This design comes from an exercise in tuning for small area, a short achievable clock period and few clock cycles on the open sky130 flow, not from production work. RTL that was checked went through simulation tests only; none was proved equivalent to the original. Function not checked in run 1: the RTL went through the layout flow alone. Power figures rest on the tool's default switching activity, not on a simulated workload.

==> flow/design.v <==
`timescale 1ns/1ps
module sparse_mul_top
(
  input  logic                                    clk,
  input  logic                                    rst_n,
  input  logic                                    start,
  output logic                                    busy,
  output logic                                    done,
  input  logic                                    poly_wr_en,
  input  logic [$clog2(64)-1:0]                   poly_wr_addr,
  input  logic [8-1:0]                 poly_wr_data,
  input  logic                                    pos_wr_en,
  input  logic [$clog2(16 / 4)-1:0]                  pos_wr_addr,
  input  logic [4*$clog2(64)-1:0]        pos_wr_data,
  input  logic                                    res_rd_en,
  input  logic [$clog2(64)-1:0]                   res_rd_addr,
  output logic [8-1:0]                 res_rd_data,
  output logic                                    res_rd_valid
);
  localparam int N       = 64;
  localparam int H       = 16;
  localparam int L       = 4;
  localparam int W       = 8;
  localparam int POS_W   = $clog2(64);
  localparam int WORDS   = 16 / 4;
  logic [N-1:0][W-1:0]           a_mem;
  logic [WORDS-1:0][L*POS_W-1:0] pos_mem;
  logic [N-1:0][W-1:0]           acc_v;
  logic [N-1:0]                  acc_c;
  logic [N-1:0][W-1:0]           nxt_v;
  logic [N-1:0]                  nxt_c;
  logic                          busy_q;
  logic                          first_q;    
  logic                          last_q;     
  logic [POS_W:0]                step_q;     
  logic [POS_W-1:0]              idx_q;      
  logic [N-1:0]                  therm_nxt;
  logic [N-1:0]                  padd_q;     
  logic [N-1:0]                  psub_q;     
  logic                          sp_nxt;
  logic                          sm_nxt;
  logic                          go;
  logic [W-1:0]                  rd_q;
  assign busy = busy_q;
  assign go   = start && !busy_q;
  logic                          pw_en_q;
  logic [POS_W-1:0]              pw_addr_q;
  logic [W-1:0]                  pw_data_q;
  always_ff @(posedge clk or negedge rst_n)
  begin
    if (!rst_n)
      pw_en_q <= 1'b0;
    else
      pw_en_q <= poly_wr_en && !busy_q;
  end
  always_ff @(posedge clk)
  begin
    pw_addr_q <= poly_wr_addr;
    pw_data_q <= poly_wr_data;
    for (int k = 0; k < N; k++)
      if (pw_en_q && (pw_addr_q == POS_W'(k)))
        a_mem[k] <= pw_data_q;
    for (int w = 0; w < WORDS; w++)
      if (pos_wr_en && !busy_q && (pos_wr_addr == w))
        pos_mem[w] <= pos_wr_data;
  end
  logic [H-1:0]                  hit;
  logic                          mask;
  for (genvar j = 0; j < H; j++)
  begin : g_hit
    assign hit[j] = (pos_mem[j / L][(j % L) * POS_W +: POS_W] == idx_q);
  end
  assign mask   = busy_q && !first_q && (idx_q == '0);
  assign sp_nxt = |hit[H/2-1:0] && !mask;
  assign sm_nxt = |hit[H-1:H/2] && !mask;
  for (genvar k = 0; k < N; k++)
  begin : g_therm
    assign therm_nxt[k] = !busy_q || ((POS_W+1)'(k) <= step_q);
  end
  always_ff @(posedge clk)
  begin
    for (int k = 0; k < N; k++)
    begin
      padd_q[k] <= therm_nxt[k] ? sp_nxt : sm_nxt;
      psub_q[k] <= therm_nxt[k] ? sm_nxt : sp_nxt;
    end
  end
  always_ff @(posedge clk or negedge rst_n)
  begin
    if (!rst_n)
    begin
      busy_q       <= 1'b0;
      done         <= 1'b0;
      first_q      <= 1'b0;
      last_q       <= 1'b0;
      step_q       <= '0;
      idx_q        <= '0;
      res_rd_valid <= 1'b0;
    end
    else
    begin
      done         <= last_q;
      first_q      <= go;
      res_rd_valid <= res_rd_en && !busy_q;
      if (go)
        busy_q <= 1'b1;
      else if (last_q)
        busy_q <= 1'b0;
      if (busy_q && !last_q)
        step_q <= step_q + 1'b1;
      else
        step_q <= '0;
      last_q <= busy_q && (step_q == (POS_W+1)'(N - 1));
      if (go || (busy_q && !last_q))
        idx_q <= idx_q - 1'b1;
      else
        idx_q <= '0;
    end
  end
  for (genvar k = 0; k < N; k++)
  begin : g_step
    logic [W-1:0]   v;
    logic           c;
    logic           neg;
    logic           en;
    logic           flip;
    logic [W-1:0]   am;
    logic [W-3:0]   ones;
    logic [W-1:0]   y;
    logic [W:0]     sum;
    assign v    = acc_v[(k + N - 1) % N];
    assign c    = acc_c[(k + N - 1) % N];
    assign neg  = psub_q[k];
    assign en   = padd_q[k] || psub_q[k];
    assign am   = a_mem[k];
    assign flip = c ^ neg;
    for (genvar i = 0; i < W - 2; i++)
    begin : g_ones
      assign ones[i] = &am[i+1:2] | (i == 0);
    end
    always_comb
    begin
      for (int i = 0; i < 2; i++)
        y[i] = en && (am[i] ^ neg);
      for (int i = 2; i < W; i++)
        y[i] = en && (am[i] ^ neg ^ (flip && ones[i-2]));
      y[2] = en ? (am[2] ^ c) : c;
    end
    logic [W-1:0]   g0, p0;
    logic [W-1:0]   g1, p1, g2, p2, g3, p3;
    logic [W:0]     cy;
    assign g0 = v & y;
    assign p0 = v ^ y;
    always_comb
    begin
      g1 = g0; p1 = p0;
      g1[0] = g0[0] | (p0[0] & c);
      p1[0] = 1'b0;
      for (int i = 1; i < W; i += 2) begin g1[i] = g0[i] | (p0[i] & g1[i-1]); p1[i] = p0[i] & p1[i-1]; end
      g2 = g1; p2 = p1;
      for (int i = 2; i < W; i++) if (i % 4 >= 2) begin g2[i] = g1[i] | (p1[i] & g1[(i/4)*4+1]); p2[i] = p1[i] & p1[(i/4)*4+1]; end
      g3 = g2; p3 = p2;
      for (int i = 4; i < W; i++) if (i % 8 >= 4) begin g3[i] = g2[i] | (p2[i] & g2[(i/8)*8+3]); p3[i] = p2[i] & p2[(i/8)*8+3]; end
    end
    assign cy  = {g3, c};
    assign sum = {cy[W], p0 ^ cy[W-1:0]};
    assign nxt_v[k] = sum[W-1:0];
    assign nxt_c[k] = sum[W];
  end
  always_ff @(posedge clk)
  begin
    if (busy_q || go)
    begin
      for (int k = 0; k < N; k++)
      begin
        acc_v[k] <= go ? W'(0) : nxt_v[k];
        acc_c[k] <= go ? 1'b0  : nxt_c[k];
      end
    end
  end
  logic [N-1:0]                  fix;
  logic [W-1:0]                  sel_v;
  logic                          sel_c;
  logic                          sel_fix;
  for (genvar k = 0; k < N; k++)
  begin : g_fix
    assign fix[k] = acc_c[k] || (acc_v[k] >= W'(251));
  end
  assign sel_v   = acc_v[res_rd_addr];
  assign sel_c   = acc_c[res_rd_addr];
  assign sel_fix = fix[res_rd_addr];
  logic                          sel_lo;
  logic [3:0]                    rd_x;
  assign sel_lo = sel_v[1] && sel_v[0];
  always_ff @(posedge clk)
  begin
    rd_q[W-1:4] <= sel_fix ? 4'd0 : sel_v[W-1:4];
    rd_q[3]     <= !sel_fix && sel_v[3];
    rd_q[2:1]   <= sel_v[2:1];
    rd_q[0]     <= sel_v[0] ^ sel_fix;
    rd_x[3]     <= sel_fix && sel_c && (sel_v[2] || sel_lo);
    rd_x[2]     <= sel_fix && !sel_lo;
    rd_x[1]     <= sel_fix && sel_v[0];
    rd_x[0]     <= 1'b0;
  end
  assign res_rd_data[W-1:4] = rd_q[W-1:4];
  assign res_rd_data[3]     = rd_q[3] || rd_x[3];
  assign res_rd_data[2:1]   = rd_q[2:1] ^ rd_x[2:1];
  assign res_rd_data[0]     = rd_q[0];
endmodule
==> flow/run.sh <==
#!/bin/bash
# synth_recipe.tcl (not shown) runs the flow's synth.tcl, then flattens the netlist and writes it again
# the make line also repeats each setting of config.mk as NAME=value (left out here)
make -C /OpenROAD-flow-scripts/flow DESIGN_CONFIG=/design/flow/config.mk WORK_HOME=/design/flow/orfs CLKGATE_MAP_FILE= SYNTH_SCRIPT=/design/flow/synth_recipe.tcl finish
==> flow/config.mk <==
export PLATFORM = sky130hd
export DESIGN_NAME = sparse_mul_top
export DESIGN_NICKNAME = sparse_mul_top
export VERILOG_FILES = /design/flow/design.v
export SDC_FILE = /design/flow/constraint.sdc
export NUM_CORES = 4
export LEC_CHECK = 0
export CAP_MARGIN = 20
export CORE_MARGIN = 2
export CORE_UTILIZATION = 55
export SETUP_SLACK_MARGIN = 2.5
export SLEW_MARGIN = 20
==> flow/constraint.sdc <==
create_clock -name core_clock -period 5.0 [get_ports {clk}]
set_input_delay 1.0000 -clock core_clock [delete_from_list [all_inputs] [get_ports {clk}]]
set_output_delay 1.0000 -clock core_clock [all_outputs]
set_load 0.01 [all_outputs]
==> results_dict.tcl, run 1 <==
set metrics [dict create \
    status "no timing/DRC/antenna violations" \
    clockBufferDepth 3 \
    hpwl_um 184800 \
    cts_hold_buf 0 \
    cts_sinks 1356 \
    drtIter0Drc 8096 \
    syn-num-nets 7830 \
    rows 141 \
    wirelength_um 296400 \
    ys_seq_area_share_pct 47.53 \
    ant_nets 0 \
    cap_violations 0 \
    p_leak_nw 42.40 \
    synth_edf_count 1184 \
    tightestPinTransition_ps 1195 \
    setup.worst_path.start_class "flop" \
    grt.overflow.total 0 \
    finalNetCount 8803 \
    clock_latency_ps 810 \
    antenna_found_initial 21 \
    route.vias.total 65350 \
    max_freq_ghz 0.3434 \
    fin_skew_ps 31.59 \
    rrSetupSlack_ps 2090 \
    synth_cell_types 70 \
    arrival_ps 3340 \
    finalSetupViolations 0 \
    path_clk_slew_ps 60 \
    grt_max_degree 140 \
    synth_common_cells "edfxtp_1 (1184), nor2_1 (620), o21ai_0 (593), nand2_1 (495), ha_1 (390)" \
    cts_tree "built" \
    synthFlopType "edfxtp_1" \
    cp.required_ps 5430 \
    synth_area_um2 82250 \
    rsz0062_at_grt "true" \
    core_um2 148200 \
    yosysMostFrequentCell "edfxtp_1" \
    fp.dieH_um 390.7 \
    yosys_warnings 1 \
    grt_pass1_vias 60340 \
    numCtsBuffers 154 \
    hp-class "reg2reg" \
    synth.area.top_cells "edfxtp_1 (43%), fa_1 (6.2%), ha_1 (5.9%)" \
    endpoint_kind "flop" \
    fin_ws_ps 2088 \
    drt-vias-per-instance 6.422 \
    htreeDepth 4 \
    placed_area_um2 85600 \
    fin_area_um2 103800 \
    io_pins 63 \
    dr.pass1.iters 8 \
    start_util_pct 55.50 \
    slew_viol_final 0 \
    min_period_over_period_pct 58.24 \
    layout_min_cycle_time_ps 2912 \
    hold_violations 0 \
    place_ws_ps 968.0 \
    place.gp.congestion 0.9653 \
    yosys.area.top_type "edfxtp_1" \
    grt_pass1_wl_um 404200 \
    gr-usage-all-layers_pct 36.55 \
    p_per_area_nw_per_um2 644.4 \
    syn_inst 7132 \
    drc 0 \
    path_class "reg2reg" \
    synth_seq_cells 1356 \
    die_area_um2 152600 \
    io_buffers 62 \
    async_flop_share_pct 1.401 \
    area_growth_pct 26.17 \
    ir_drop_mv 0.4667 \
    drive_gt1_share_pct 31.90 \
    cts_root_buffer "clkbuf_16" \
    max_slew_margin_pct 19.81 \
    critPathMaxFanout 8 \
    synth.avg_cell_area_um2 11.53 \
    routedWlPerCell_um 29.12 \
    netlist.area_leader.share_pct 43.23 \
    chipWidth_um 390.7 \
]
## per-layer routing
layer  vias to the layer above  wire length (um)  track usage (%)
met2                      3572            130800            55.76
met5                         -               196                0
met4                        14             21110            19.58
met1                     32350            111700            48.58
met3                       924             32550            8.605
li1                      28490                 -                -
## kinds of logic after synthesis
logic type,synth area share (%)
adders and majority gates,12.16
buffers and inverters,2.754
xor gates and xnor gates,5.218
and+or+nand+nor,12.58
AOI/OAI and AO/OA,12.75
muxes,6.998
DFF,47.53
## worst paths after layout
check / start / to / depth (start not counted)
max in group asynchronous: rst_n / step_q[2]$_DFF_PN0_ / 2
max: pw_addr_q[1]$_DFF_P_ / a_mem[245]$_DFFE_PP_ / 3
min reg2reg: last_q$_DFF_PN0_ / done$_DFF_PN0_ / 0
max reg2reg: pw_addr_q[1]$_DFF_P_ / a_mem[245]$_DFFE_PP_ / 3
min in group asynchronous: rst_n / idx_q[3]$_DFF_PN0_ / 2
min: last_q$_DFF_PN0_ / done$_DFF_PN0_ / 0
## worst max-delay path, cell delays in order, from the launching register on
cell and delay (ps):
dfxtp_1 520, nor2b_1 340, nand3_1 880, nor2_2 780
## area by class of cell
| class | count | area, um^2 |
|---|---|---|
| Multi-Input combinational cell | 5218 | 44990 |
| Sequential cell | 1356 | 39580 |
| Inverter | 296 | 1464 |
| Clock inverter | 60 | 847.1 |
| Tap cell | 1930 | 2415 |
| Clock buffer | 229 | 4357 |
| Antenna cell | 8 | 20.02 |
| Timing Repair Buffer | 1079 | 10100 |
| Fill cell | 10540 | 44420 |
## where the power goes
part	switching (mW)	internal [mW]
clock network	4.98	6.78
registers	5.65	17.1
logic	15.8	16.5
## sequential cells by signal (all words and copies together), names as in the netlist, 3 cells and up
signal and cells:
padd_q 64, idx_q 6, pw_addr_q 6, a_mem 512, rd_x 3, acc_v 512
rd_q 8, acc_c 64, pw_data_q 8, psub_q 64, pos_mem 96, step_q 7
## cell usage in the layout (no fill, tap or decap), types with 101 or more instances in the layout
master / synthesis / final
ha_1: 390 / 388
a21oi_1: 280 / 209
nand3_1: 162 / 156
o21ai_0: 593 / 454
dfxtp_4: 0 / 116
o21ai_1: 1 / 101
mux4_2: 184 / 184
clkbuf_16: 0 / 175
edfxtp_1: 1184 / 1184
xor2_1: 184 / 174
buf_6: 5 / 151
nand2b_1: 132 / 131
nor2_1: 620 / 571
xnor2_1: 306 / 178
a222oi_1: 126 / 126
buf_4: 23 / 789
xnor2_2: 0 / 122
a21o_1: 241 / 241
nand2_1: 495 / 475
inv_1: 236 / 125
fa_2: 0 / 176
and2_1: 252 / 222
## timing repair
| item | 4_1_cts | 5_1_grt |
|---|---|---|
| gates resized for setup | 824 | 743 |
| cloned | 16 | 28 |
| buffers inserted | 579 | 316 |
| setup endpoints to repair | 830 | 867 |
| pin swaps | 448 | 443 |
## metrics by stage
stage	hold slack [ps]	utilization, %	setup TNS (ps)	power, mW	cells
after global placement	412.5	57.76	0	44.00	8940
final	420.8	70.02	0	66.87	10180
after floorplan	366.4	-	-345870	36.20	7132
after CTS	423.8	66.20	0	61.04	9824
after global routing	446.1	70.01	0	69.98	10170
after detailed placement	402.3	57.76	0	44.53	8940
==> run 2, diff against run 1 <==
--- a/flow/design.v
+++ b/flow/design.v
@@ -36,2 +36,3 @@
   logic [POS_W-1:0]              idx_q;      
+  logic [N-1:0]                  therm_q;    
   logic [N-1:0]                  therm_nxt;
@@ -45,4 +46,4 @@
   assign go   = start && !busy_q;
-  logic                          pw_en_q;
-  logic [POS_W-1:0]              pw_addr_q;
+  logic [7:0]                    pw_hi_q;
+  logic [7:0]                    pw_lo_q;
   logic [W-1:0]                  pw_data_q;
@@ -51,12 +52,14 @@
     if (!rst_n)
-      pw_en_q <= 1'b0;
+      pw_hi_q <= '0;
     else
-      pw_en_q <= poly_wr_en && !busy_q;
-  end
-  always_ff @(posedge clk)
-  begin
-    pw_addr_q <= poly_wr_addr;
+      for (int i = 0; i < 8; i++)
+        pw_hi_q[i] <= poly_wr_en && !busy_q && (poly_wr_addr[5:3] == 3'(i));
+  end
+  always_ff @(posedge clk)
+  begin
+    for (int i = 0; i < 8; i++)
+      pw_lo_q[i] <= (poly_wr_addr[2:0] == 3'(i));
     pw_data_q <= poly_wr_data;
     for (int k = 0; k < N; k++)
-      if (pw_en_q && (pw_addr_q == POS_W'(k)))
+      if (pw_hi_q[k / 8] && pw_lo_q[k % 8])
         a_mem[k] <= pw_data_q;
@@ -75,8 +78,6 @@
   assign sm_nxt = |hit[H-1:H/2] && !mask;
-  for (genvar k = 0; k < N; k++)
-  begin : g_therm
-    assign therm_nxt[k] = !busy_q || ((POS_W+1)'(k) <= step_q);
-  end
-  always_ff @(posedge clk)
-  begin
+  assign therm_nxt = !busy_q ? '1 : first_q ? N'(1) : {therm_q[N-2:0], 1'b1};
+  always_ff @(posedge clk)
+  begin
+    therm_q <= therm_nxt;
     for (int k = 0; k < N; k++)
--- a/flow/config.mk
+++ b/flow/config.mk
@@ -10,3 +10,3 @@
 export CORE_UTILIZATION = 55
-export SETUP_SLACK_MARGIN = 2.5
+export SETUP_SLACK_MARGIN = 2.0
 export SLEW_MARGIN = 20
==> results_dict.tcl, run 2 <==
set metrics [dict create \
    status "no timing/DRC/antenna violations" \
    place_inst 8969 \
    final_util_pct 62.39 \
    cts_hold_buf 0 \
    place_ws_ps 997.8 \
    crit_chain "clkdlybuf4s50_1 > nor2b_1 > o311ai_1 > a211oi_1 > a31oi_2 > nand3_1 > ha_1" \
    antenna_found_initial 27 \
    htreeDepth 4 \
    netlist.area_leader.share_pct 42.61 \
    synth_edf_count 1184 \
    synthFlopType "edfxtp_1" \
    clockBufferDepth 3 \
    slew_viol_final 0 \
    drc 0 \
    hpwl_um 171300 \
    arrival_ps 3710 \
    fin_skew_ps 47.66 \
    cap_violations 0 \
    critPathMaxFanout 16 \
    reg.largest.list "a_mem (512), acc_v (512), pos_mem (96)" \
    grt_max_degree 142 \
    synth.area.top_cells "edfxtp_1 (43%), fa_1 (6.1%), ha_1 (5.8%)" \
    ys_seq_area_share_pct 48.59 \
    fp.dieH_um 393.5 \
    max_slew_margin_pct 25.85 \
    tightestPinTransition_ps 1112 \
    hp-class "in2async" \
    route.vias.total 59520 \
    dr.pass1.iters 9 \
    synth_common_cells "edfxtp_1 (1184), o21ai_0 (575), nor2_1 (545), nand2_1 (449), ha_1 (387)" \
    finalSetupViolations 0 \
    grt_pass1_vias 55460 \
    synth.avg_cell_area_um2 11.80 \
    synth_area_um2 83450 \
    rrSetupSlack_ps 2100 \
    drt-vias-per-instance 6.273 \
    routedWlPerCell_um 26.39 \
    wirelength_um 250400 \
    io_buffers 62 \
    p_leak_nw 38.15 \
    synth_cell_types 59 \
    fin_cells 9489 \
    yosysMostFrequentCell "edfxtp_1" \
    chipWidth_um 393.5 \
    ant_nets 0 \
    hold_violations 0 \
    start_util_pct 55.52 \
    drtIter0Drc 6791 \
    timing.rr.end "rd_q[0]$_DFF_P_" \
    reg2regPathDepth 8 \
    area_growth_pct 12.39 \
    timing.rr.start "acc_v[329]$_SDFFCE_PP0P_" \
    ir_drop_mv 0.3110 \
    final_cell_mix "edfxtp_1 (1184), o21ai_0 (574), nor2_1 (544), nand2_1 (446), ha_1 (387)" \
    cts_tree "built" \
    die_area_um2 154900 \
    grt_pass1_wl_um 364600 \
    rows 142 \
    fin_area_um2 93780 \
    cts_sinks 1427 \
    power_mw 46.58 \
    n_fill_cell 11980 \
    drive_gt1_share_pct 12.82 \
    gr-usage-all-layers_pct 31.86 \
    syn-num-nets 7765 \
    numCtsBuffers 159 \
    max_freq_ghz 0.3303 \
    core_um2 150300 \
    regArea_um2 40700 \
    rsz0062_at_grt "false" \
    async_flop_share_pct 1.822 \
    cp.required_ps 5680 \
    fin_ws_ps 1973 \
    yosys_warnings 1 \
    critical_path.max_stage_delay_ps 960 \
    placed_area_um2 86400 \
    path_clk_slew_ps 60 \
    syn_inst 7070 \
    place.gp.congestion 0.9258 \
    synth_seq_cells 1427 \
    finalNetCount 8000 \
    crit_slowest_cell "clkdlybuf4s50_1" \
    grt.overflow.total 0 \
    setup.worst_path.start_class "input port" \
    io_pins 63 \
    layout_min_cycle_time_ps 3027 \
    min_period_over_period_pct 60.54 \
    multiInputGateArea_um2 40910 \
    layout_commonest_cell "edfxtp_1" \
    clock_latency_ps 820 \
    path_class "in2reg" \
    cts_root_buffer "clkbuf_16" \
    endpoint_kind "flop" \
    yosys.area.top_type "edfxtp_1" \
    p_per_area_nw_per_um2 496.6 \
]
[run 2: cell types whose count changed in the layout (fill, tap and decap cells not counted), sizes merged, moves of 19 or more]
cell    delta
buf      -736
nand2     -46
clkinv    -20
inv       +66
diode     +24
clkbuf    -32
and2      +67
nand3     -41
dfxtp     +64
o21ai     -19
nor2      -75
a21oi     -21
mux2i     +29
[run 2: kinds of logic (layout without fill, tap and decap cells)]
kind of cell | after synthesis | count (layout) | synth area share, %
AO/OA/AOI/OAI | 1560 | 1560 | 12.29
XOR/XNOR | 491 | 491 | 5.153
adder cells (fa/ha/maj) | 643 | 643 | 11.94
buffers and inverters | 575 | 944 | 2.720
flip-flops | 1427 | 1427 | 48.59
multiplexers | 381 | 381 | 7.515
other | 0 | 32 | 0
AND/OR/NAND/NOR | 1993 | 1995 | 11.79
[run 2: metal layers]
layer	share of wire [%]	up-vias	global-route usage (%)
li1	-	26750	-
met1	42	29500	45.48
met2	45	2740	48.87
met3	9.8	523	6.352
met4	3.4	12	10.76
met5	0.030	-	0
[run 2: worst max-delay path by stage]
stage / startpoint / end / slack, ps
final: res_rd_addr[4] / rd_q[0]$_DFF_P_ / 1970
after detailed placement: res_rd_addr[1] / rd_q[0]$_DFF_P_ / 1000
after global placement: res_rd_addr[0] / rd_x[3]$_DFF_P_ / 1040
after CTS: psub_q[41]$_DFF_P_ / acc_c[41]$_SDFFCE_PP0P_ / 2000
after global routing: psub_q[15]$_DFF_P_ / acc_c[15]$_SDFFCE_PP0P_ / 2000
after floorplan: start / acc_c[0]$_SDFFCE_PP0P_ / -610
[run 2: timing repair]
| item | in CTS | in global routing |
|---|---|---|
| buffers inserted | 35 | 154 |
| pin swaps | 5 | 0 |
| hold endpoints to repair | 0 | 0 |
| resized for setup | 107 | 125 |
| endpoints found under the setup margin | 369 | 262 |
| cloned | 2 | 0 |
[run 2: through the flow]
stage / setup TNS (ps) / hold slack [ps]
3_3_place_gp: 0 / 363.3
3_5_place_dp: 0 / 364.4
4_1_cts: 0 / 189.9
6_report: 0 / 226.7
2_1_floorplan: -353860 / 345.6
5_1_grt: 0 / 235.1
[run 2: final cells by class]
type | count | share of cell area (%)
Antenna cell | 32 | 0.08538
Clock buffer | 220 | 4.724
Clock inverter | 77 | 1.002
Inverter | 327 | 1.456
Multi-Input combinational cell | 5070 | 43.62
Sequential cell | 1427 | 43.40
Tap cell | 2016 | 2.690
Timing Repair Buffer | 320 | 3.030
[run 2: critical path: cells and delay by family]
kind / cells / cell delay, ps
adder cells (fa/ha/maj): 1 / 260
AND/OR/NAND/NOR: 2 / 490
AO/OA/AOI/OAI: 3 / 990
buffers and inverters: 1 / 960
[run 2: power breakdown]
| group | switching, mW | total (mW) | leakage (nW) | internal [mW] |
|---|---|---|---|---|
| sequential | 4.92 | 21.5 | 13.8 | 16.6 |
| clock | 5.10 | 12.0 | 2.60 | 6.90 |
| combinational | 6.12 | 13.0 | 21.8 | 6.90 |
| total | 16.1 | 46.6 | 38.1 | 30.4 |
Testbench counts of run 2, summed over its fixed seeds: cycles 6,752.
==> run 3, diff against run 2 <==
--- a/flow/config.mk
+++ b/flow/config.mk
@@ -10,3 +10,3 @@
 export CORE_UTILIZATION = 55
-export SETUP_SLACK_MARGIN = 2.0
+export SETUP_SLACK_MARGIN = 2.3
 export SLEW_MARGIN = 20
==> results_dict.tcl, run 3 <==
set metrics [dict create \
    route.vias.total 61400 \
    max_slew_margin_pct 22.93 \
    synth_area_um2 83450 \
    drtIter0Drc 7236 \
    p_per_area_nw_per_um2 486.1 \
    synth_common_cells "edfxtp_1 (1184), o21ai_0 (575), nor2_1 (545), nand2_1 (449), ha_1 (387)" \
    clock_latency_ps 810 \
    drt-vias-per-instance 6.261 \
    yosysMostFrequentCell "edfxtp_1" \
    arrival_ps 3420 \
    finalSetupViolations 0 \
    path_clk_slew_ps 60 \
    drive_gt1_share_pct 22.65 \
    timing.rr.start "psub_q[41]$_DFF_P_" \
    grt.overflow.total 0 \
    setup.worst_path.start_class "input port" \
    numCtsBuffers 161 \
    io_pins 63 \
    status "no timing/DRC/antenna violations" \
    fin_area_um2 98760 \
    dr.pass1.iters 7 \
    ant_nets 0 \
    p_leak_nw 40.79 \
    core_um2 150300 \
    final_cell_mix "edfxtp_1 (1184), nor2_1 (544), o21ai_0 (527), buf_4 (507), nand2_1 (441)" \
    hold_violations 0 \
    min_period_over_period_pct 54.75 \
    cts_sinks 1427 \
    synth_edf_count 1184 \
    area_growth_pct 18.35 \
    ir_drop_mv 0.3686 \
    yosys.area.top_type "edfxtp_1" \
    antenna_found_initial 25 \
    n_fill_cell 11590 \
    layout_min_cycle_time_ps 2737 \
    synth.avg_cell_area_um2 11.80 \
    placed_area_um2 86570 \
    cts_hold_buf 0 \
    slew_viol_final 0 \
    fp.dieH_um 393.5 \
    synthFlopType "edfxtp_1" \
    rows 142 \
    synth.area.top_cells "edfxtp_1 (43%), fa_1 (6.1%), ha_1 (5.8%)" \
    tightestPinTransition_ps 1156 \
    fin_skew_ps 31.92 \
    path_class "in2reg" \
    io_buffers 62 \
    hold_slack_ps 231.1 \
    grt_pass1_vias 57250 \
    hp-class "in2async" \
    fin_cells 9807 \
    finalNetCount 8322 \
    endpoint_kind "flop" \
    yosys_warnings 1 \
    place_inst 8974 \
    routedWlPerCell_um 26.33 \
    syn_inst 7070 \
    place.gp.congestion 0.9517 \
    layout_commonest_cell "edfxtp_1" \
    rsz0062_at_grt "true" \
    start_util_pct 55.52 \
    synth_cell_types 59 \
    cts_root_buffer "clkbuf_16" \
    chipWidth_um 393.5 \
    grt_max_degree 163 \
    clockBufferDepth 3 \
    synth_seq_cells 1427 \
    hpwl_um 171800 \
    syn-num-nets 7765 \
    htreeDepth 4 \
    ys_seq_area_share_pct 48.59 \
    critPathMaxFanout 7 \
    die_area_um2 154900 \
    cp-startpoint "res_rd_addr[4]" \
    netlist.area_leader.share_pct 42.61 \
    cts_tree "built" \
    drc 0 \
    reg.largest.list "a_mem (512), acc_v (512), pos_mem (96)" \
    cap_violations 0 \
    max_freq_ghz 0.3653 \
    gr-usage-all-layers_pct 32.68 \
    grt_pass1_wl_um 375100 \
    async_flop_share_pct 1.822 \
    cp.required_ps 5690 \
    wirelength_um 258200 \
]
[run 3: cell count changes in the layout (fill, tap and decap cells not counted), moves of 46 or more]
| cell | delta |
|---|---|
| fa_1 | -91 |
| fa_2 | +91 |
| a221oi_2 | +48 |
| inv_1 | -56 |
| mux2_2 | -53 |
| a221oi_1 | -49 |
| o21ai_0 | -47 |
| mux2_4 | +53 |
| dfxtp_1 | -63 |
| dfxtp_4 | +64 |
| inv_2 | +48 |
| nor2b_1 | -51 |
| inv_8 | +46 |
| buf_4 | +272 |
[run 3: repair_timing]
action                                  4_1_cts  5_1_grt
setup buffers                               252      246
pin swaps                                    43      414
endpoints found under the setup margin      434      332
gates cloned                                  8        0
gates resized for setup                     417      511
[run 3: metal layers]
layer  global-route usage [%]  part of all wire, %  up-vias
li1                         -                    -    27410
met4                    11.40                  3.8        6
met2                    50.30                   45     2833
met5                        0                0.015        -
met3                    5.918                  9.6      500
met1                    46.76                   41    30660
[run 3: path summary, 6_finish.rpt]
path                                           endpoint  slack [ps]  cells after the start
max in group asynchronous             first_q$_DFF_PN0_        4260                      1
worst min register to register           done$_DFF_PN0_         380                      0
worst max register to register  acc_c[41]$_SDFFCE_PP0P_        2280                     12
worst max-delay path                    rd_q[0]$_DFF_P_        2260                      8
worst min-delay path             res_rd_valid$_DFF_PN0_         230                      1
min in group core_clock                  done$_DFF_PN0_         380                      0
[run 3: cells by family after synthesis]
| logic type | synth area share, % |
|---|---|
| DFF | 48.59 |
| buffers and inverters | 2.720 |
| xor gates and xnor gates | 5.153 |
| and+or+nand+nor | 11.79 |
| adders and majority gates | 11.94 |
| muxes | 7.515 |
| AOI/OAI and AO/OA | 12.29 |
[run 3: stage by stage]
stage                     utilization, %  setup slack (ps)  power, mW  TNS [ps]
final                              65.70              2263      48.00         0
after global routing               65.67              2189      50.38         0
after CTS                          63.41              2164      46.66         0
after detailed placement           57.60             982.8      33.69         0
after global placement             57.60              1027      33.44         0
after floorplan                        -            -614.3      28.17   -353860
[run 3: worst max-delay path: stages]
cell             delay (ps)
clkdlybuf4s50_1         780
nor2b_2                 380
o311ai_2                190
a211oi_2                400
buf_4                   220
a31oi_4                  60
nand3_1                 120
ha_2                    270
[run 3: cell type report]
type,count,area [um^2],area share [%]
Timing Repair Buffer,638,5498,5.567
Multi-Input combinational cell,5072,42740,43.27
Inverter,327,1677,1.698
Clock buffer,214,4472,4.528
Tap cell,2016,2522,2.554
Sequential cell,1427,40950,41.47
Antenna cell,25,62.56,0.06335
Clock inverter,88,838.3,0.8488
[run 3: power breakdown]
| group | switching [mW] | internal (mW) | leakage (nW) |
|---|---|---|---|
| clock | 5.13 | 6.77 | 2.60 |
| sequential | 4.81 | 16.6 | 13.8 |
| combinational | 6.82 | 7.87 | 24.4 |
| total | 16.8 | 31.2 | 40.8 |
==> run 4, diff against run 3 <==
--- a/flow/config.mk
+++ b/flow/config.mk
@@ -10,3 +10,3 @@
 export CORE_UTILIZATION = 55
-export SETUP_SLACK_MARGIN = 2.3
+export SETUP_SLACK_MARGIN = 2.2
 export SLEW_MARGIN = 20
==> results_dict.tcl, run 4 <==
set metrics [dict create \
    routedWlPerCell_um 26.62 \
    finalNetCount 8126 \
    max_slew_margin_pct 20.75 \
    slew_viol_final 0 \
    tightestPinTransition_ps 1189 \
    cts_tree "built" \
    route.vias.total 60490 \
    tns_ps 0 \
    crit_slowest_cell "dfxtp_2" \
    hpwl_um 171100 \
    arrival_ps 1750 \
    syn-num-nets 7765 \
    synth_area_um2 83450 \
    place.gp.congestion 0.9151 \
    gr-usage-all-layers_pct 32.33 \
    yosys.area.top_type "edfxtp_1" \
    path_buf_inv 1 \
    cap_violations 0 \
    grt_pass1_vias 56940 \
    async_flop_share_pct 1.822 \
    multiInputGateArea_um2 41910 \
    met2_length_um 115800 \
    fp.dieH_um 393.5 \
    finalSetupViolations 0 \
    dr.pass1.iters 9 \
    synth_cell_types 59 \
    ir_drop_mv 0.3504 \
    synth_edf_count 1184 \
    status "no timing/DRC/antenna violations" \
    cp.required_ps 4000 \
    chipWidth_um 393.5 \
    fin_skew_ps 39.05 \
    p_per_area_nw_per_um2 491.0 \
    fin_cells 9626 \
    clockBufferDepth 3 \
    wl_met1_um 105400 \
    drt-vias-per-instance 6.284 \
    path_class "reg2out" \
    layout_commonest_cell "edfxtp_1" \
    layout_min_cycle_time_ps 2752 \
    grt.overflow.total 0 \
    grt_pass1_wl_um 371300 \
    wl_met3_um 25680 \
    clock_latency_ps 830 \
    die_area_um2 154900 \
    synth_common_cells "edfxtp_1 (1184), o21ai_0 (575), nor2_1 (545), nand2_1 (449), ha_1 (387)" \
    top_layer "met5" \
    start_util_pct 55.52 \
    area_growth_pct 15.39 \
    drc 0 \
    regArea_um2 40910 \
    synth.area.top_cells "edfxtp_1 (43%), fa_1 (6.1%), ha_1 (5.8%)" \
    synthFlopType "edfxtp_1" \
    reg.largest.list "a_mem (512), acc_v (512), pos_mem (96)" \
    p_leak_nw 39.35 \
    syn_inst 7070 \
    crit_chain "xor2_4 > clkdlybuf4s15_2" \
    numCtsBuffers 160 \
    max_freq_ghz 0.3634 \
    antenna_found_initial 21 \
    synth.avg_cell_area_um2 11.80 \
    cp_top_family "flip-flops" \
    cts_sinks 1427 \
    path_clk_slew_ps 60 \
    min_period_over_period_pct 55.04 \
    hold_violations 0 \
    wirelength_um 256200 \
    yosysMostFrequentCell "edfxtp_1" \
    rows 142 \
    drtIter0Drc 6947 \
    n_fill_cell 11840 \
    critPathMaxFanout 1 \
    setup.worst_path.start_class "flop" \
    ys_seq_area_share_pct 48.59 \
    hold_slack_ps 209.3 \
    ant_nets 0 \
    critical_path.max_stage_delay_ps 370 \
    final_cell_mix "edfxtp_1 (1184), o21ai_0 (568), nor2_1 (544), nand2_1 (446), ha_1 (386)" \
    power_mw 47.27 \
    io_pins 63 \
    htreeDepth 4 \
    hp-class "in2async" \
    io_buffers 62 \
    cts_root_buffer "clkbuf_16" \
    place_inst 8960 \
    rsz0062_at_grt "true" \
    netlist.area_leader.share_pct 42.61 \
    core_um2 150300 \
    synth_seq_cells 1427 \
    drive_gt1_share_pct 17.71 \
    grt_max_degree 140 \
    yosys_warnings 1 \
    endpoint_kind "primary output" \
]
==> run 4: power breakdown <==
part / switching [mW] / leakage, nW / internal (mW)
sequential: 4.81 / 13.8 / 16.6
combinational: 6.52 / 22.9 / 7.26
clock: 5.22 / 2.64 / 6.87
==> run 4: timing repair <==
item | CTS | global route
cloned | 1 | 6
resized for setup | 367 | 269
pin swaps | 3 | 116
setup buffers | 183 | 135
hold buffers | 0 | 0
endpoints found under the setup margin | 465 | 292
==> run 4: layout make-up <==
class / count / area share [%]
multi-input combinational: 5070 / 43.53
sequential: 1427 / 42.49
timing repair buffer: 445 / 4.053
clock inverter: 72 / 0.8577
antenna: 39 / 0.1014
clock buffer: 230 / 4.737
tap: 2016 / 2.620
inverter: 327 / 1.613
==> run 4: worst reg2reg max path, stage by stage (launching register included) <==
cell and delay [ps]:
edfxtp_1 480, buf_4 200, nand2_1 60, o21ai_0 80, a221oi_1 400, ha_1 330, a21o_1 200, a21o_1 180
a21o_1 200, a21oi_2 150, nor2b_1 70, o21a_1 160
==> run 4: final timing paths <==
check	from	slack (ps)	depth (start not counted)	to
setup / recovery	rd_q[2]$_DFF_P_	2250	2	res_rd_data[2]
hold / removal	rst_n	210	1	step_q[1]$_DFF_PN0_
setup reg to reg	acc_c[41]$_SDFFCE_PP0P_	2250	11	acc_c[42]$_SDFFCE_PP0P_
hold reg to reg	last_q$_DFF_PN0_	390	0	done$_DFF_PN0_
max in group asynchronous	rst_n	4260	1	idx_q[1]$_DFF_PN0_
min in group core_clock	last_q$_DFF_PN0_	390	0	done$_DFF_PN0_
==> run 4: kinds of logic (layout without fill, tap and decap cells) <==
logic type	after synthesis	in the layout	synth area share, %
other	0	39	0
DFF	1427	1427	48.59
xor gates and xnor gates	491	491	5.153
buffers and inverters	575	1074	2.720
adders and majority gates	643	643	11.94
AOI/OAI and AO/OA	1560	1560	12.29
and+or+nand+nor	1993	1995	11.79
muxes	381	381	7.515
==> run 4: metrics by stage <==
stage	utilization (%)	instance area (um^2)	setup slack [ps]
finish	64.06	96280	2248
detailed placement	57.44	86340	1032
global placement	57.44	86340	1028
floorplan	-	83660	-614.3
global route	64.00	96190	2157
CTS	62.59	94080	2162
==> run 4: per-layer routing <==
layer / vias to the layer above / global-route usage (%)
met3: 506 / 6.332
met5: - / 0
li1: 27010 / -
met4: 2 / 11.64
met2: 2891 / 49.50
met1: 30090 / 46.03
==> run 5, diff against run 4 <==
--- a/flow/config.mk
+++ b/flow/config.mk
@@ -9,3 +9,4 @@
 export CORE_MARGIN = 2
-export CORE_UTILIZATION = 55
+export CORE_UTILIZATION = 65
+export PLACE_DENSITY = 0.7
 export SETUP_SLACK_MARGIN = 2.2
==> results_dict.tcl, run 5 <==
set metrics [dict create \
    max_freq_ghz 0.3593 \
    path_buf_inv 1 \
    layout_commonest_cell "edfxtp_1" \
    rows 131 \
    final_cell_mix "edfxtp_1 (1184), o21ai_0 (572), nor2_1 (544), nand2_1 (445), ha_1 (386)" \
    tns_ps 0 \
    synth.area.top_cells "edfxtp_1 (43%), fa_1 (6.1%), ha_1 (5.8%)" \
    core_um2 127500 \
    antenna_found_initial 20 \
    ys_seq_area_share_pct 48.59 \
    yosys.area.top_type "edfxtp_1" \
    cp_top_family "buffers and inverters" \
    path_class "reg2out" \
    min_period_over_period_pct 55.66 \
    hpwl_um 163800 \
    route.vias.total 61200 \
    ant_nets 0 \
    p_per_area_nw_per_um2 490.1 \
    setup.worst_path.start_class "flop" \
    n_fill_cell 8506 \
    fin_skew_ps 21.05 \
    syn-num-nets 7765 \
    path_clk_slew_ps 60 \
    synth_xor_area_share_pct 5.153 \
    htreeDepth 4 \
    yosys_warnings 1 \
    fin_ws_ps 2217 \
    start_util_pct 65.44 \
    muxShareOfSynthArea_pct 7.515 \
    sequentialPowerShare_pct 45.8 \
    ir_drop_mv 0.4249 \
    hold_violations 0 \
    routedWlPerCell_um 26.87 \
    slew_viol_final 0 \
    synth_edf_count 1184 \
    drc 0 \
    io_buffers 62 \
    combPwrFrac_pct 29.3 \
    rsz0062_at_grt "true" \
    status "no timing/DRC/antenna violations" \
    synth_top_family_by_area "compound AO/OA/AOI/OAI gates" \
    cts_root_buffer "clkbuf_16" \
    place.gp.congestion 0.9481 \
    gr-usage-all-layers_pct 36.85 \
    io_pins 63 \
    max_slew_margin_pct 32.90 \
    synthSimpleGateAreaFrac_pct 11.79 \
    final_util_pct 74.64 \
    critical_path.max_stage_delay_ps 570 \
    layout_min_cycle_time_ps 2783 \
    die_area_um2 131300 \
    arrival_ps 1780 \
    synthFlopType "edfxtp_1" \
    grt_pass1_wl_um 358400 \
    fp.dieH_um 362.3 \
    synth.avg_cell_area_um2 11.80 \
    cts_tree "built" \
    yosys.area_share.adder_pct 11.94 \
    finalSetupViolations 0 \
    chipWidth_um 362.3 \
    cts_sinks 1427 \
    placed_area_um2 85860 \
    clock_latency_ps 810 \
    cap_violations 0 \
    power_mw 46.65 \
    netlist.area_leader.share_pct 42.61 \
    grt_max_degree 165 \
    synth_seq_cells 1427 \
    p_leak_nw 38.97 \
    synth_cell_types 59 \
    numCtsBuffers 154 \
    synth_compound_area_share_pct 12.29 \
    internal_power_mw 30.35 \
    switchingPower_mw 16.30 \
    grt_pass1_vias 57470 \
    syn_inst 7070 \
    grt.overflow.total 0 \
    place_ws_ps 957.9 \
    async_flop_share_pct 1.822 \
    tightestPinTransition_ps 995.9 \
    fin_cells 9209 \
    cp.required_ps 4000 \
    finalNetCount 8086 \
    wirelength_um 247500 \
    crit_chain "clkdlybuf4s50_1" \
    endpoint_kind "primary output" \
    synth_area_um2 83450 \
    fin_area_um2 95180 \
    yosysMostFrequentCell "edfxtp_1" \
    clockBufferDepth 3 \
    drtIter0Drc 7474 \
    dr.pass1.iters 7 \
    area_growth_pct 14.06 \
    place_inst 8606 \
    drt-vias-per-instance 6.646 \
    critPathMaxFanout 1 \
    crit_slowest_cell "clkdlybuf4s50_1" \
    hp-class "in2async" \
    reg.largest.list "a_mem (512), acc_v (512), pos_mem (96)" \
    drive_gt1_share_pct 17.04 \
    hold_slack_ps 252.3 \
    switching_share_pct 34.94 \
    synth_common_cells "edfxtp_1 (1184), o21ai_0 (575), nor2_1 (545), nand2_1 (449), ha_1 (387)" \
    power_frac_clock_pct 24.9 \
    cts_hold_buf 0 \
]
## run 5: cell counts after synthesis
No cell type changed its count.
## run 5: path summary, 6_finish.rpt
path	startpoint	endpoint	slack [ps]	depth (start not counted)
setup / recovery	rd_q[5]$_SDFF_PP0_	res_rd_data[5]	2220	1
hold / removal	rst_n	res_rd_valid$_DFF_PN0_	250	1
setup reg to reg	acc_c[43]$_SDFFCE_PP0P_	acc_c[44]$_SDFFCE_PP0P_	2250	10
hold reg to reg	last_q$_DFF_PN0_	done$_DFF_PN0_	360	0
max in group asynchronous	rst_n	first_q$_DFF_PN0_	4190	1
min in group core_clock	last_q$_DFF_PN0_	done$_DFF_PN0_	360	0
## run 5: logic make-up after synthesis
group,count (synthesis)
compound gates,1560
mux,381
buf+inv,575
simple gates,1993
fa+ha+maj,643
flops,1427
xor+xnor,491
## run 5: power groups by stage
stage               sequential, mW  combinational (mW)  clock, mW
floorplan                     18.4                9.73          0
global placement              21.9                11.2          0
detailed placement            21.7                11.8          0
CTS                           21.1                13.1       11.6
global route                  21.4                15.3       12.1
finish                        21.4                13.7       11.6
## run 5: layer usage
layer / up-vias / track usage, % / share of wire, %
met1: 30320 / 49.91 / 38
li1: 26900 / - / -
met2: 3277 / 56.96 / 45
met5: - / 0 / 0.066
met3: 683 / 8.484 / 11
met4: 24 / 17.14 / 5.2
## run 5: repair_timing
item	4_1_cts	5_1_grt
endpoints found under the hold margin	0	0
resized for setup	356	263
endpoints found under the setup margin	441	244
gates cloned	2	6
pin swaps	6	146
buffers inserted	157	126
## run 5: layout make-up
type                            instances  area [um^2]  area share, %
Multi-Input combinational cell       5071        41810          43.93
Sequential cell                      1427        40900          42.97
Clock buffer                          215         4347          4.567
Antenna cell                           23        57.56        0.06047
Clock inverter                         74        813.3         0.8544
Timing Repair Buffer                  410         3597          3.779
Tap cell                             1662         2079          2.185
Inverter                              327         1577          1.656
==> run 6, diff against run 5 <==
--- a/flow/config.mk
+++ b/flow/config.mk
@@ -9,4 +9,3 @@
 export CORE_MARGIN = 2
-export CORE_UTILIZATION = 65
-export PLACE_DENSITY = 0.7
+export CORE_UTILIZATION = 60
 export SETUP_SLACK_MARGIN = 2.2
==> results_dict.tcl, run 6 <==
set metrics [dict create \
    async_flop_share_pct 1.822 \
    reg.largest.list "a_mem (512), acc_v (512), pos_mem (96)" \
    hold_slack_ps 230.8 \
    p_leak_nw 39.42 \
    cp.depth 7 \
    path_class "in2reg" \
    syn-num-nets 7765 \
    place_inst 8737 \
    hp-class "in2async" \
    yosys_warnings 1 \
    critPathMaxFanout 23 \
    cp-startpoint "res_rd_addr[0]" \
    status "no timing/DRC/antenna violations" \
    synth_cell_types 59 \
    grt.met1_usage_pct 51.21 \
    rows 136 \
    fin_cells 9410 \
    finalNetCount 8133 \
    grt_max_degree 142 \
    gr-max-usage-layer "met2" \
    max_freq_ghz 0.3598 \
    hold_violations 0 \
    final_util_pct 69.81 \
    io_pins 63 \
    antenna_found_initial 27 \
    tns_ps 0 \
    endpoint_kind "flop" \
    layout_min_cycle_time_ps 2779 \
    path_buf_inv 3 \
    netlist.area_leader.share_pct 42.61 \
    htreeDepth 4 \
    reg2regPathDepth 11 \
    min_period_over_period_pct 55.58 \
    crit_top_cell "mux4_2" \
    grt_pass1_wl_um 366100 \
    timing.rr.start "acc_c[41]$_SDFFCE_PP0P_" \
    max_slew_margin_pct 23.59 \
    numCtsBuffers 158 \
    cp_top_family "multiplexers" \
    ir_drop_mv 0.3136 \
    finalSetupViolations 0 \
    final_cell_mix "edfxtp_1 (1184), o21ai_0 (567), nor2_1 (545), nand2_1 (446), ha_1 (386)" \
    fin_skew_ps 45.65 \
    rsz0062_at_grt "true" \
    grt_use_met3_pct 7.982 \
    cts_tree "built" \
    clock_latency_ps 820 \
    path_clk_slew_ps 60 \
    slew_viol_final 0 \
    synthFlopType "edfxtp_1" \
    crit_chain "buf_16 > buf_16 > buf_4 > mux4_2 > mux4_2 > mux4_2 > o21a_1" \
    p_per_area_nw_per_um2 498.3 \
    timing.rr.end "acc_c[42]$_SDFFCE_PP0P_" \
    synth_seq_cells 1427 \
    cts_root_buffer "clkbuf_16" \
    synth.area.top_cells "edfxtp_1 (43%), fa_1 (6.1%), ha_1 (5.8%)" \
    ys_seq_area_share_pct 48.59 \
    tightestPinTransition_ps 1134 \
    ant_nets 0 \
    cap_violations 0 \
    crit_slowest_cell "mux4_2" \
    grt.overflow.total 0 \
    drt-vias-per-instance 6.502 \
    route.vias.total 61180 \
    synth.avg_cell_area_um2 11.80 \
    arrival_ps 3450 \
    synth_edf_count 1184 \
    cp-endpoint "rd_x[3]$_DFF_P_" \
    core_um2 137800 \
    drc 0 \
    gr-usage-all-layers_pct 35.19 \
    chipWidth_um 376.9 \
    clockBufferDepth 3 \
    wirelength_um 254000 \
    critical_path.max_stage_delay_ps 560 \
    grt_use_met2_pct 51.31 \
    die_area_um2 142100 \
    yosys.area.top_type "edfxtp_1" \
    dr.pass1.iters 9 \
    drive_gt1_share_pct 17.65 \
    hpwl_um 171200 \
    rrSetupSlack_ps 2230 \
    start_util_pct 60.54 \
    fp.dieH_um 376.9 \
    layout_commonest_cell "edfxtp_1" \
    syn_inst 7070 \
    synth_area_um2 83450 \
    cts_sinks 1427 \
    yosysMostFrequentCell "edfxtp_1" \
    io_buffers 62 \
    area_growth_pct 15.30 \
    routedWlPerCell_um 26.99 \
    grt_pass1_vias 56420 \
    cts_hold_buf 0 \
    cp.required_ps 5670 \
    setup.worst_path.start_class "input port" \
    place.gp.congestion 0.9757 \
    synth_common_cells "edfxtp_1 (1184), o21ai_0 (575), nor2_1 (545), nand2_1 (449), ha_1 (387)" \
    drtIter0Drc 7946 \
]
-- run 6: cell counts after synthesis --
No cell type changed its count.
-- run 6: worst min path at each step --
stage / end / cells past startpoint / start / slack (ps)
2_1_floorplan: done$_DFF_PN0_ / 0 / last_q$_DFF_PN0_ / 350
3_3_place_gp: done$_DFF_PN0_ / 0 / last_q$_DFF_PN0_ / 350
3_5_place_dp: done$_DFF_PN0_ / 0 / last_q$_DFF_PN0_ / 350
4_1_cts: busy_q$_DFFE_PN0P_ / 1 / rst_n / 200
5_1_grt: busy_q$_DFFE_PN0P_ / 1 / rst_n / 250
6_report: busy_q$_DFFE_PN0P_ / 1 / rst_n / 230
-- run 6: power by group --
part / switching (mW) / total, mW / internal, mW
Sequential: 4.87 / 21.5 / 16.6
Clock: 5.18 / 12.5 / 7.36
Combinational: 6.60 / 13.9 / 7.33
-- run 6: kinds of logic (layout without fill, tap and decap cells) --
group                    after synthesis  after routing  share of synthesized area (%)
multiplexers                         381            381                          7.515
buffers and inverters                575           1075                          2.720
adder cells (fa/ha/maj)              643            643                          11.94
other                                  0             43                              0
AO/OA/AOI/OAI                       1560           1560                          12.29
XOR/XNOR                             491            491                          5.153
AND/OR/NAND/NOR                     1993           1996                          11.79
flip-flops                          1427           1427                          48.59
-- run 6: stage by stage --
step           power (mW)  setup WS, ps  cell area, um^2
6_report            47.95          2221            96220
2_1_floorplan       28.17        -614.3            83660
3_3_place_gp        33.24          1062            86030
4_1_cts             47.00          2200            94130
3_5_place_dp        33.64          1041            86030
5_1_grt             50.09          2166            96150
-- run 6: area by class of cell --
type	count	area, um^2
clock inverter	86	1257
tap	1794	2245
inverter	327	1564
clock buffer	209	4350
antenna	43	107.6
timing repair buffer	453	3877
fill	9860	41610
multi-input combinational	5071	41920
sequential	1427	40900
-- run 6: routing by layer --
layer	up-vias	part of all wire (%)	wire (um)
li1	27020	-	-
met1	30300	41	103600
met2	3300	44	111100
met3	548	11	29190
met4	12	4.0	10030
met5	-	0.030	75
-- run 6: timing repair --
item                                    in CTS  in global routing
gates resized for setup                    387                250
setup buffers                              185                145
gates cloned                                 3                  2
pin swaps                                    5                143
endpoints found under the setup margin     455                269
==> run 7, diff against run 6 <==
--- a/flow/design.v
+++ b/flow/design.v
@@ -183,3 +183,2 @@
   logic [W-1:0]                  sel_v;
-  logic                          sel_c;
   logic                          sel_fix;
@@ -190,3 +189,2 @@
   assign sel_v   = acc_v[res_rd_addr];
-  assign sel_c   = acc_c[res_rd_addr];
   assign sel_fix = fix[res_rd_addr];
@@ -201,3 +199,3 @@
     rd_q[0]     <= sel_v[0] ^ sel_fix;
-    rd_x[3]     <= sel_fix && sel_c && (sel_v[2] || sel_lo);
+    rd_x[3]     <= sel_fix && !sel_v[W-1] && (sel_v[2] || sel_lo);
     rd_x[2]     <= sel_fix && !sel_lo;
--- a/flow/config.mk
+++ b/flow/config.mk
@@ -9,3 +9,3 @@
 export CORE_MARGIN = 2
-export CORE_UTILIZATION = 60
+export CORE_UTILIZATION = 55
 export SETUP_SLACK_MARGIN = 2.2
==> results_dict.tcl, run 7 <==
set metrics [dict create \
    tightestPinTransition_ps 1132 \
    yosys_warnings 1 \
    synthFlopType "edfxtp_1" \
    reg2regPathDepth 7 \
    htreeDepth 4 \
    path_clk_slew_ps 70 \
    clock_latency_ps 800 \
    hold_violations 0 \
    grt_max_degree 145 \
    fin_ws_ps 2220 \
    placed_area_um2 85980 \
    fin_cells 9590 \
    synth_seq_cells 1427 \
    cts_hold_buf 0 \
    rows 142 \
    start_util_pct 55.39 \
    ant_nets 0 \
    async_flop_share_pct 1.822 \
    place.gp.congestion 0.9420 \
    hp-class "in2async" \
    synth_cell_types 62 \
    cp.required_ps 5670 \
    numCtsBuffers 160 \
    crit_top_cell "mux4_2" \
    route.vias.total 60480 \
    syn-num-nets 7795 \
    io_pins 63 \
    syn_inst 7100 \
    finalSetupViolations 0 \
    p_leak_nw 38.97 \
    yosys.area.top_type "edfxtp_1" \
    fin_skew_ps 48.47 \
    core_um2 150000 \
    n_fill_cell 11750 \
    fp.dieH_um 392.6 \
    cap_violations 0 \
    drive_gt1_share_pct 16.35 \
    routedWlPerCell_um 27.62 \
    synth.avg_cell_area_um2 11.70 \
    max_slew_margin_pct 24.56 \
    rsz0062_at_grt "true" \
    min_period_over_period_pct 55.59 \
    place_inst 9001 \
    synth_common_cells "edfxtp_1 (1184), o21ai_0 (579), nor2_1 (555), nand2_1 (457), ha_1 (387)" \
    path_class "in2reg" \
    ys_seq_area_share_pct 48.82 \
    synth_edf_count 1184 \
    synth_area_um2 83050 \
    cts_tree "built" \
    wirelength_um 264900 \
    final_cell_mix "edfxtp_1 (1184), o21ai_0 (574), nor2_1 (555), nand2_1 (454), ha_1 (387)" \
    setup.worst_path.start_class "input port" \
    max_freq_ghz 0.3598 \
    final_util_pct 63.66 \
    tns_ps 0 \
    cts_sinks 1427 \
    area_growth_pct 14.95 \
    clockBufferDepth 3 \
    cts_root_buffer "clkbuf_16" \
    drc 0 \
    grt.overflow.total 0 \
    synth.area.top_cells "edfxtp_1 (43%), fa_1 (6.2%), ha_1 (5.8%)" \
    layout_commonest_cell "edfxtp_1" \
    critPathMaxFanout 71 \
    finalNetCount 8098 \
    arrival_ps 3450 \
    place_ws_ps 916.0 \
    status "no timing/DRC/antenna violations" \
    grt_pass1_wl_um 379700 \
    io_buffers 62 \
    chipWidth_um 392.6 \
    crit_slowest_cell "mux4_2" \
    reg.largest.list "a_mem (512), acc_v (512), pos_mem (96)" \
    drt-vias-per-instance 6.307 \
    endpoint_kind "flop" \
    fin_area_um2 95470 \
    hpwl_um 180200 \
    gr-usage-all-layers_pct 34.16 \
    grt_pass1_vias 55930 \
    p_per_area_nw_per_um2 500.1 \
    die_area_um2 154100 \
    power_mw 47.74 \
    dr.pass1.iters 7 \
    netlist.area_leader.share_pct 42.81 \
    antenna_found_initial 26 \
    yosysMostFrequentCell "edfxtp_1" \
    drtIter0Drc 7202 \
    crit_chain "buf_12 > buf_6 > mux4_2 > mux4_2 > and2_1 > a211oi_1 > a31oi_1 > o221a_1" \
    hold_slack_ps 228.7 \
    slew_viol_final 0 \
    critical_path.max_stage_delay_ps 520 \
    ir_drop_mv 0.3620 \
    layout_min_cycle_time_ps 2780 \
]
==> run 7: cell count changes after synthesis, sizes merged, moves of 5 or more <==
cell	previous run	this run
and4	7	1
mux4	190	156
a211oi	10	17
nand4	25	31
a21oi	259	268
mux2i	127	135
clkbuf	192	183
nand2	449	457
nor4	8	13
nor2	545	555
==> run 7: critical path: cells and delay by family <==
| kind | cells | cell delay, ps |
|---|---|---|
| multiplexers | 2 | 900 |
| AO/OA/AOI/OAI | 3 | 650 |
| buffers and inverters | 2 | 610 |
| AND/OR/NAND/NOR | 1 | 180 |
==> run 7: what timing repair did <==
| item | 4_1_cts | 5_1_grt |
|---|---|---|
| gates cloned | 5 | 1 |
| pin swaps | 6 | 94 |
| setup buffers | 139 | 111 |
| resized for setup | 352 | 242 |
| endpoints found under the setup margin | 483 | 215 |
==> run 7: metal layers <==
layer / vias up / part of all wire [%] / GRT usage (%) / wire [um]
li1: 26930 / - / - / -
met1: 30040 / 42 / 49.05 / 110300
met2: 2971 / 44 / 50.93 / 117500
met3: 525 / 10 / 8.134 / 27810
met4: 14 / 3.5 / 11.81 / 9143
met5: - / 0.089 / 0 / 236
==> run 7: final cells by class <==
type,count,area [um^2],share of cell area [%]
multi-input combinational,5103,41420,43.39
sequential,1427,40880,42.82
clock buffer,225,4616,4.835
timing repair buffer,381,3354,3.514
tap,2016,2522,2.642
inverter,330,1560,1.634
clock inverter,76,1027,1.076
antenna,32,80.08,0.08388
==> run 7: final timing paths <==
kind | from | end | slack (ps)
setup / recovery | res_rd_addr[1] | rd_x[3]$_DFF_P_ | 2220
max in group asynchronous | rst_n | idx_q[1]$_DFF_PN0_ | 4270
setup reg to reg | acc_v[370]$_SDFFCE_PP0P_ | rd_q[0]$_DFF_P_ | 2230
hold reg to reg | last_q$_DFF_PN0_ | done$_DFF_PN0_ | 370
min in group core_clock | last_q$_DFF_PN0_ | done$_DFF_PN0_ | 370
hold / removal | rst_n | step_q[0]$_DFF_PN0_ | 230
==> run 7: power by group <==
part | switching (mW) | internal [mW]
clock | 5.22 | 7.24
sequential | 5.38 | 16.6
combinational | 6.41 | 6.90
==> run 7: logic make-up (layout without fill, tap and decap cells) <==
group,after synthesis,count (layout),share of synthesized area [%]
adders and majority gates,643,643,12.00
other,0,32,0
AOI/OAI and AO/OA,1575,1575,12.43
DFF,1427,1427,48.82
muxes,358,358,6.766
xor gates and xnor gates,490,490,5.167
buffers and inverters,573,1012,2.722
and+or+nand+nor,2034,2037,12.09
Testbench counts of run 7, summed over its fixed seeds: cycles 6,752.
==> run 8, diff against run 7 <==
--- a/flow/config.mk
+++ b/flow/config.mk
@@ -10,3 +10,3 @@
 export CORE_UTILIZATION = 55
-export SETUP_SLACK_MARGIN = 2.2
+export SETUP_SLACK_MARGIN = 2.1
 export SLEW_MARGIN = 20
==> results_dict.tcl, run 8 <==
set metrics [dict create \
    max_freq_ghz 0.3488 \
    max_slew_margin_pct 23.57 \
    path_clk_slew_ps 60 \
    reg2regPathDepth 8 \
    async_flop_share_pct 1.822 \
    grt_pass1_vias 54860 \
    drc 0 \
    grt.overflow.total 0 \
    power_mw 47.19 \
    cts_sinks 1427 \
    drtIter0Drc 6487 \
    io_buffers 62 \
    crit_slowest_cell "edfxtp_1" \
    rows 142 \
    setup.worst_path.start_class "flop" \
    ant_nets 0 \
    critPathMaxFanout 3 \
    cts_tree "built" \
    synth_common_cells "edfxtp_1 (1184), o21ai_0 (579), nor2_1 (555), nand2_1 (457), ha_1 (387)" \
    chipWidth_um 392.6 \
    start_util_pct 55.39 \
    p_per_area_nw_per_um2 502.8 \
    place.gp.congestion 0.9414 \
    status "no timing/DRC/antenna violations" \
    arrival_ps 3610 \
    synth.area.top_cells "edfxtp_1 (43%), fa_1 (6.2%), ha_1 (5.8%)" \
    synth_cell_types 62 \
    synthFlopType "edfxtp_1" \
    cts_hold_buf 0 \
    grt_max_degree 133 \
    path_class "reg2reg" \
    fin_skew_ps 40.76 \
    yosys.area.top_type "edfxtp_1" \
    syn_inst 7100 \
    core_um2 150000 \
    whs_endpoint "done$_DFF_PN0_" \
    rrSetupSlack_ps 2130 \
    hpwl_um 174300 \
    cp.required_ps 5750 \
    route.vias.total 59550 \
    grt_pass1_wl_um 366900 \
    min_period_over_period_pct 57.33 \
    crit_top_cell "o311ai_0" \
    n_fill_cell 12060 \
    tightestPinTransition_ps 1147 \
    finalSetupViolations 0 \
    synth_edf_count 1184 \
    synth.avg_cell_area_um2 11.70 \
    layout_min_cycle_time_ps 2867 \
    io_pins 63 \
    routedWlPerCell_um 26.82 \
    regArea_um2 40820 \
    min_path_cells 0 \
    yosys_warnings 1 \
    cap_violations 0 \
    final_util_pct 62.58 \
    numCtsBuffers 160 \
    rsz0062_at_grt "false" \
    timing.rr.start "acc_v[441]$_SDFFCE_PP0P_" \
    clock_latency_ps 820 \
    p_leak_nw 38.20 \
    crit_chain "a21oi_1 > o311ai_0 > o31ai_1 > o311ai_0 > nor3_1 > a2111oi_2 > buf_4 > o221a_1" \
    wirelength_um 254900 \
    ir_drop_mv 0.3708 \
    clockBufferDepth 3 \
    area_growth_pct 12.99 \
    finalNetCount 8023 \
    synth_area_um2 83050 \
    dr.pass1.iters 11 \
    gr-usage-all-layers_pct 32.68 \
    min-delay-start "last_q$_DFF_PN0_" \
    hold_violations 0 \
    antenna_found_initial 24 \
    drive_gt1_share_pct 13.40 \
    htreeDepth 4 \
    critical_path.max_stage_delay_ps 600 \
    final_cell_mix "edfxtp_1 (1184), o21ai_0 (579), nor2_1 (555), nand2_1 (454), ha_1 (387)" \
    reg.largest.list "a_mem (512), acc_v (512), pos_mem (96)" \
    endpoint_kind "flop" \
    yosysMostFrequentCell "edfxtp_1" \
    die_area_um2 154100 \
    cts_root_buffer "clkbuf_16" \
    slew_viol_final 0 \
    timing.rr.end "rd_x[3]$_DFF_P_" \
    fp.dieH_um 392.6 \
    layout_commonest_cell "edfxtp_1" \
    syn-num-nets 7795 \
    multiInputGateArea_um2 40770 \
    drt-vias-per-instance 6.266 \
    hp-class "reg2reg" \
    synth_seq_cells 1427 \
    ys_seq_area_share_pct 48.82 \
    netlist.area_leader.share_pct 42.81 \
]
-- run 8: cell counts after synthesis --
Identical to the previous run, type by type.
-- run 8: cell families after synthesis --
logic type	Yosys count	share of synthesized area, %
adders and majority gates	643	12.00
and+or+nand+nor	2034	12.09
xor gates and xnor gates	490	5.167
buffers and inverters	573	2.722
AOI/OAI and AO/OA	1575	12.43
DFF	1427	48.82
muxes	358	6.766
-- run 8: power by group --
group / switching [mW] / internal [mW] / leakage [nW] / total [mW]
logic: 6.26 / 6.84 / 21.7 / 13.1
registers: 5.06 / 16.6 / 13.8 / 21.7
clock network: 5.12 / 7.30 / 2.71 / 12.4
-- run 8: cell type report --
type / count / share of cell area, %
repair buffers: 307 / 2.893
multi-input cells: 5102 / 43.45
inverters: 330 / 1.525
flip-flops and latches: 1427 / 43.50
clock inverters: 79 / 1.072
diodes: 20 / 0.05333
clock buffers: 223 / 4.820
well taps: 2016 / 2.688
-- run 8: worst max-delay path: cells and delay by family (launching register included) --
family	cells	cell delay (ps)
buffers and inverters	1	210
AND/OR/NAND/NOR	1	180
AO/OA/AOI/OAI	6	1810
flip-flops	1	600
-- run 8: repair_timing --
action / in CTS / in global routing
buffers inserted: 62 / 124
gates cloned: 1 / 2
resized for setup: 187 / 196
pin swaps: 2 / 6
setup endpoints to repair: 324 / 243
-- run 8: worst max-delay path by stage --
stage                        startpoint                        to  slack (ps)  cells after the start
2_1_floorplan                     start    acc_c[0]$_SDFFCE_PP0P_        -600                      1
3_3_place_gp             res_rd_addr[0]           rd_x[3]$_DFF_P_         770                      9
3_5_place_dp             res_rd_addr[0]           rd_x[3]$_DFF_P_         740                      9
4_1_cts              idx_q[2]$_DFF_PN0_        psub_q[46]$_DFF_P_        2100                      8
5_1_grt              psub_q[56]$_DFF_P_  acc_v[455]$_SDFFCE_PP0P_        2070                     12
6_report       acc_v[441]$_SDFFCE_PP0P_           rd_x[3]$_DFF_P_        2130                      8
-- run 8: stage by stage --
stage,instance area [um^2],std cells,hold WS (ps),setup slack (ps),setup TNS (ps)
floorplan,83260,7100,345.6,-600.5,-345900
global placement,85880,8993,368.9,770.7,0
detailed placement,85880,8993,369.3,742.6,0
CTS,92300,9358,384.5,2096,0
global route,93790,9485,397.8,2074,0
finish,93840,9504,386.7,2133,0
-- run 8: metal layers --
layer | vias up | wire (um) | track usage [%]
li1 | 26750 | - | -
met1 | 29560 | 106900 | 46.80
met2 | 2789 | 114100 | 49.56
met3 | 450 | 25100 | 6.979
met4 | 6 | 8652 | 11.02
met5 | - | 39 | 0

static timing again, ports no longer ideal:
The flow's constraints put no driver on any port. The routed layouts listed below were extracted and timed again, unchanged, in two steps.
Step 1: set_driving_cell puts a clkbuf_16 on clk and a buf_2 on each other input, an assumption about the parent block.
Step 2 adds t to the input delays and takes it off the output delays; t is the mean of the earliest and latest rising clock arrival at the registers after step 1. Input paths then give back, and output paths get back, about the clock's delay inside the block.
a / b / c = ideal ports / drivers / drivers and shift; a / b = the first two.
| run | t, ns | setup WS [ns] | worst data-port slew with drivers (ns) |
|---|---|---|---|
| run 1 | 0.883 | 2.088 / 2.088 / 1.292 | 0.38 |
| run 2 | 0.885 | 1.973 / 1.950 / 1.065 | 0.16 |
| run 3 | 0.883 | 2.263 / 2.146 / 1.263 | 0.25 |
| run 4 | 0.899 | 2.248 / 2.119 / 1.220 | 0.29 |
| run 5 | 0.877 | 2.217 / 2.137 / 1.270 | 0.27 |
| run 6 | 0.875 | 2.221 / 2.022 / 1.148 | 0.31 |
| run 7 | 0.861 | 2.220 / 2.109 / 1.248 | 0.20 |
| run 8 | 0.879 | 2.133 / 2.077 / 1.232 | 0.14 |
After both steps every run listed still meets setup and hold. For run 6, which loses most, drivers alone change the setup slack by -0.199 ns; drivers and shift together by -1.073 ns.
